This design comes from an exercise in tuning for small area, a short achievable clock period and few clock cycles on the open sky130 flow, not from production work. RTL that was checked went through simulation tests only; none was proved equivalent to the original. Power figures rest on the tool's default switching activity, not on a simulated workload.

Setup of the baseline:
Design rv32imc_instruction_execute, start of the top module:
module rv32imc_instruction_execute (
  input  logic        clk_i,
  input  logic        rst_ni,
  input  logic        in_valid_i,
  output logic        in_ready_o,
  input  logic        cmd_i,
  input  logic [31:0] instruction_i,
  input  logic [31:0] read_data_i,
  input  logic        access_ok_i,
  output logic        out_valid_o,
  input  logic        out_ready_i,
  output logic [2:0]  status_o,
  output logic [31:0] access_address_o,
  output logic [2:0]  access_size_o,
  output logic [31:0] write_data_o,
  output logic [31:0] next_pc_o
);
  logic        i_valid, i_cmd, i_ok, i_adv;
  logic [31:0] i_data;
  logic [4:0]  i_rs1, i_rs2;
  rv32_ctrl u_ctrl (
    .clk_i, .rst_ni, .in_valid_i, .in_ready_o, .cmd_i, .instruction_i,
    .read_data_i, .access_ok_i, .i_valid_o(i_valid), .i_cmd_o(i_cmd),
    .i_data_o(i_data), .i_ok_o(i_ok), .i_rs1_o(i_rs1), .i_rs2_o(i_rs2),
    .i_adv_i(i_adv)
  );
  rv32_datapath u_dp (
    .clk_i, .rst_ni, .i_valid_i(i_valid), .i_cmd_i(i_cmd), .i_data_i(i_data),
    .i_ok_i(i_ok), .i_rs1_i(i_rs1), .i_rs2_i(i_rs2), .i_adv_o(i_adv), .out_valid_o, .out_ready_i, .status_o,
    .access_address_o, .access_size_o, .write_data_o, .next_pc_o
  );
endmodule
==> flow/config.mk <==
export PLATFORM = sky130hd
export DESIGN_NAME = rv32imc_instruction_execute
export DESIGN_NICKNAME = rv32imc_instruction_execute
export VERILOG_FILES = /design/flow/design.v
export SDC_FILE = /design/flow/constraint.sdc
export NUM_CORES = 4
export LEC_CHECK = 0
export ABC_CLOCK_PERIOD_IN_PS = 4000
export CAP_MARGIN = 20
export CORE_MARGIN = 2
export CORE_UTILIZATION = 45
export PLACE_DENSITY = 0.6
export SLEW_MARGIN = 20
export TNS_END_PERCENT = 100
==> flow/constraint.sdc <==
create_clock -name core_clock -period 13.0 [get_ports {clk_i}]
set_input_delay 2.6000 -clock core_clock [delete_from_list [all_inputs] [get_ports {clk_i}]]
set_output_delay 2.6000 -clock core_clock [all_outputs]
set_load 0.01 [all_outputs]
standard.sh (not shown) runs the stock make flow with config.mk's settings and CLKGATE_MAP_FILE= SYNTH_SCRIPT=/design/flow/synth_recipe.tcl, a recipe that flattens the netlist after the stock synthesis.
==> flow/flow/run.sh <==
#!/bin/bash
set -euo pipefail
bash standard.sh SETUP_SLACK_MARGIN=8.5 finish > std_flow.log 2>&1
diff inputs: the baseline => the candidate
--- a/flow/design.v
+++ b/flow/design.v
@@ -565,66 +565,70 @@
     lzr = 6'd32;
     for (int i = 0; i < 32; i++) if (p_hi[i]) lzr = 6'(31 - i);
     lzd = 6'd32;
     for (int i = 0; i < 32; i++) if (dv_q[i]) lzd = 6'(31 - i);
     kdiff = $signed({1'b0, lzd}) - $signed({1'b0, lzr});
     dtrial = {1'b0, p_hi[31:0]} - {1'b0, dv_q[31:0]};
     amag = (!mmf_q[0] && p_hi[31]) ? -p_hi[31:0] : p_hi[31:0];
     bmag = (!mmf_q[0] && dv_q[31]) ? -dv_q[31:0] : dv_q[31:0];
   end
+  logic [2:0] md_first;
+  assign md_first = !dec.is_div ? M_MUL :
+                    (!dec.mfunc[0] && (v1[31] || v2[31])) ? M_NEG : M_CLZ;
   assign md_start = d_en && i_valid_i && !hold && !i_cmd_i && dec.wr_en && dec.aop == AOP_MUL;
   always_ff @(posedge clk_i or negedge rst_ni) begin
     if (!rst_ni) begin
       ms_q <= M_IDLE;
     end else begin
       case (ms_q)
-        M_IDLE:  if (md_start) ms_q <= dec.is_div ? M_NEG : M_MUL;
+        M_IDLE:  if (md_start) ms_q <= md_first;
         M_NEG:   ms_q <= M_CLZ;
-        M_CLZ:   ms_q <= (bz_q || kdiff[6]) ? M_FIN : M_NORM;
+        M_CLZ:   ms_q <= (lzd[5] || kdiff[6]) ? M_FIN : M_NORM;
         M_MUL:   if (mlast) ms_q <= M_FIN;
         M_NORM:  ms_q <= M_DIV;
         M_DIV:   if (mc_q == 5'd0) ms_q <= M_FIN;
-        M_FIN:   if (md_start) ms_q <= dec.is_div ? M_NEG : M_MUL;
+        M_FIN:   if (md_start) ms_q <= md_first;
                  else if (md_wr || mrd_q == 5'd0) ms_q <= M_IDLE;
         default: ms_q <= M_IDLE;
       endcase
     end
   end
   always_ff @(posedge clk_i) begin
     if (md_start) begin
       mc_q <= '0;
       mc_c <= '0;
       mci_q <= 1'b0;
       msa_q <= (dec.mfunc == 3'd1 || dec.mfunc == 3'd2) && v1[31];
       msb_q <= dec.mfunc == 3'd1 && v2[31];
       mdiv_q <= dec.is_div;
       mmf_q <= dec.mfunc;
       mrd_q <= dec.rd;
       p_hi <= {1'b0, dec.is_div ? v1 : 32'd0};
-      p_lo <= v2;
+      p_lo <= dec.is_div ? 32'd0 : v2;
       dv_q <= {1'b0, dec.is_div ? v2 : v1};
+      qneg_q <= !dec.mfunc[0] && (v1[31] ^ v2[31]);
+      rneg_q <= !dec.mfunc[0] && v1[31];
     end else case (ms_q)
       M_NEG: begin
         p_hi <= {1'b0, amag};
-        p_lo <= '0;
         dv_q <= {1'b0, bmag};
-        bz_q <= dv_q[31:0] == 32'd0;
-        qneg_q <= !mmf_q[0] && (p_hi[31] ^ dv_q[31]);
-        rneg_q <= !mmf_q[0] && p_hi[31];
       end
       M_MUL: begin
         mc_q <= mc_q + 5'd1;
         p_hi <= l5s[40:8];
         mc_c <= l5c[41:8];
         mci_q <= mlow[8];
         p_lo <= {mlow[7:0], p_lo[31:8]};
       end
-      M_CLZ: mc_q <= kdiff[4:0];
+      M_CLZ: begin
+        mc_q <= kdiff[4:0];
+        bz_q <= lzd[5];
+      end
       M_NORM: dv_q <= {1'b0, dv_q[31:0] << mc_q};
       M_DIV: begin
         mc_q <= mc_q - 5'd1;
         if (!dtrial[32]) p_hi <= {1'b0, dtrial[31:0]};
         p_lo <= {p_lo[30:0], !dtrial[32]};
         dv_q <= {2'b0, dv_q[31:1]};
       end
       default: ;
     endcase
Results
- On wire length of the first global-routing pass, the baseline loses to the candidate.
- Non-clock inverter instance count of the final layout in the candidate vs the baseline: up 2
- Between the baseline and the candidate, the flow reports met3 wirelength from detailed routing decreasing by a few percent.
- Higher layout overhead on the synthesized area goes to the candidate over the baseline.
- For the count of standard-cell rows, the candidate came in 0.58% higher than the baseline did.
- Proportion of power drawn by flip-flops and latches, the baseline and the candidate: smaller value in the candidate
- Per the comparison of the candidate with the baseline, internal portion of total power went up, count of inserted tapcells went up.
- Changes observed in the candidate relative to the baseline: number of gates given a new drive strength after cts went up about 44%; setup slack at placement fell by 0.16 ns.
Testbench counts of the candidate, summed over its fixed seeds: cycles 27,994.
No functional check of the RTL was part of the baseline.

-- port drivers added, routing unchanged --
No port has a modelled driver above. Below, the same layouts with a new extraction and two added sets of constraints.
Step 1 assumes that a clkbuf_16 drives the clock port and a buf_2 every other input.
Step 2 also shifts input and output timing later by t, the mid clock arrival at the registers, as if the neighbouring blocks saw the same clock.
Slacks: no drivers / after step 1 / after step 2; pairs: no drivers / after step 1.
run	t (ns)	setup slack, ns	slew at the worst register clock pin (ns)	worst data-port slew with drivers (ns)
the baseline	0.945	8.206 / 8.206 / 7.569	0.07 / 0.07	0.04
the candidate	0.944	8.010 / 8.010 / 7.604	0.08 / 0.08	0.05
After both steps setup and hold are still met in every run listed. The setup slack of the baseline, which loses most, moves by 0.000 ns with the drivers and by -0.637 ns with both steps.
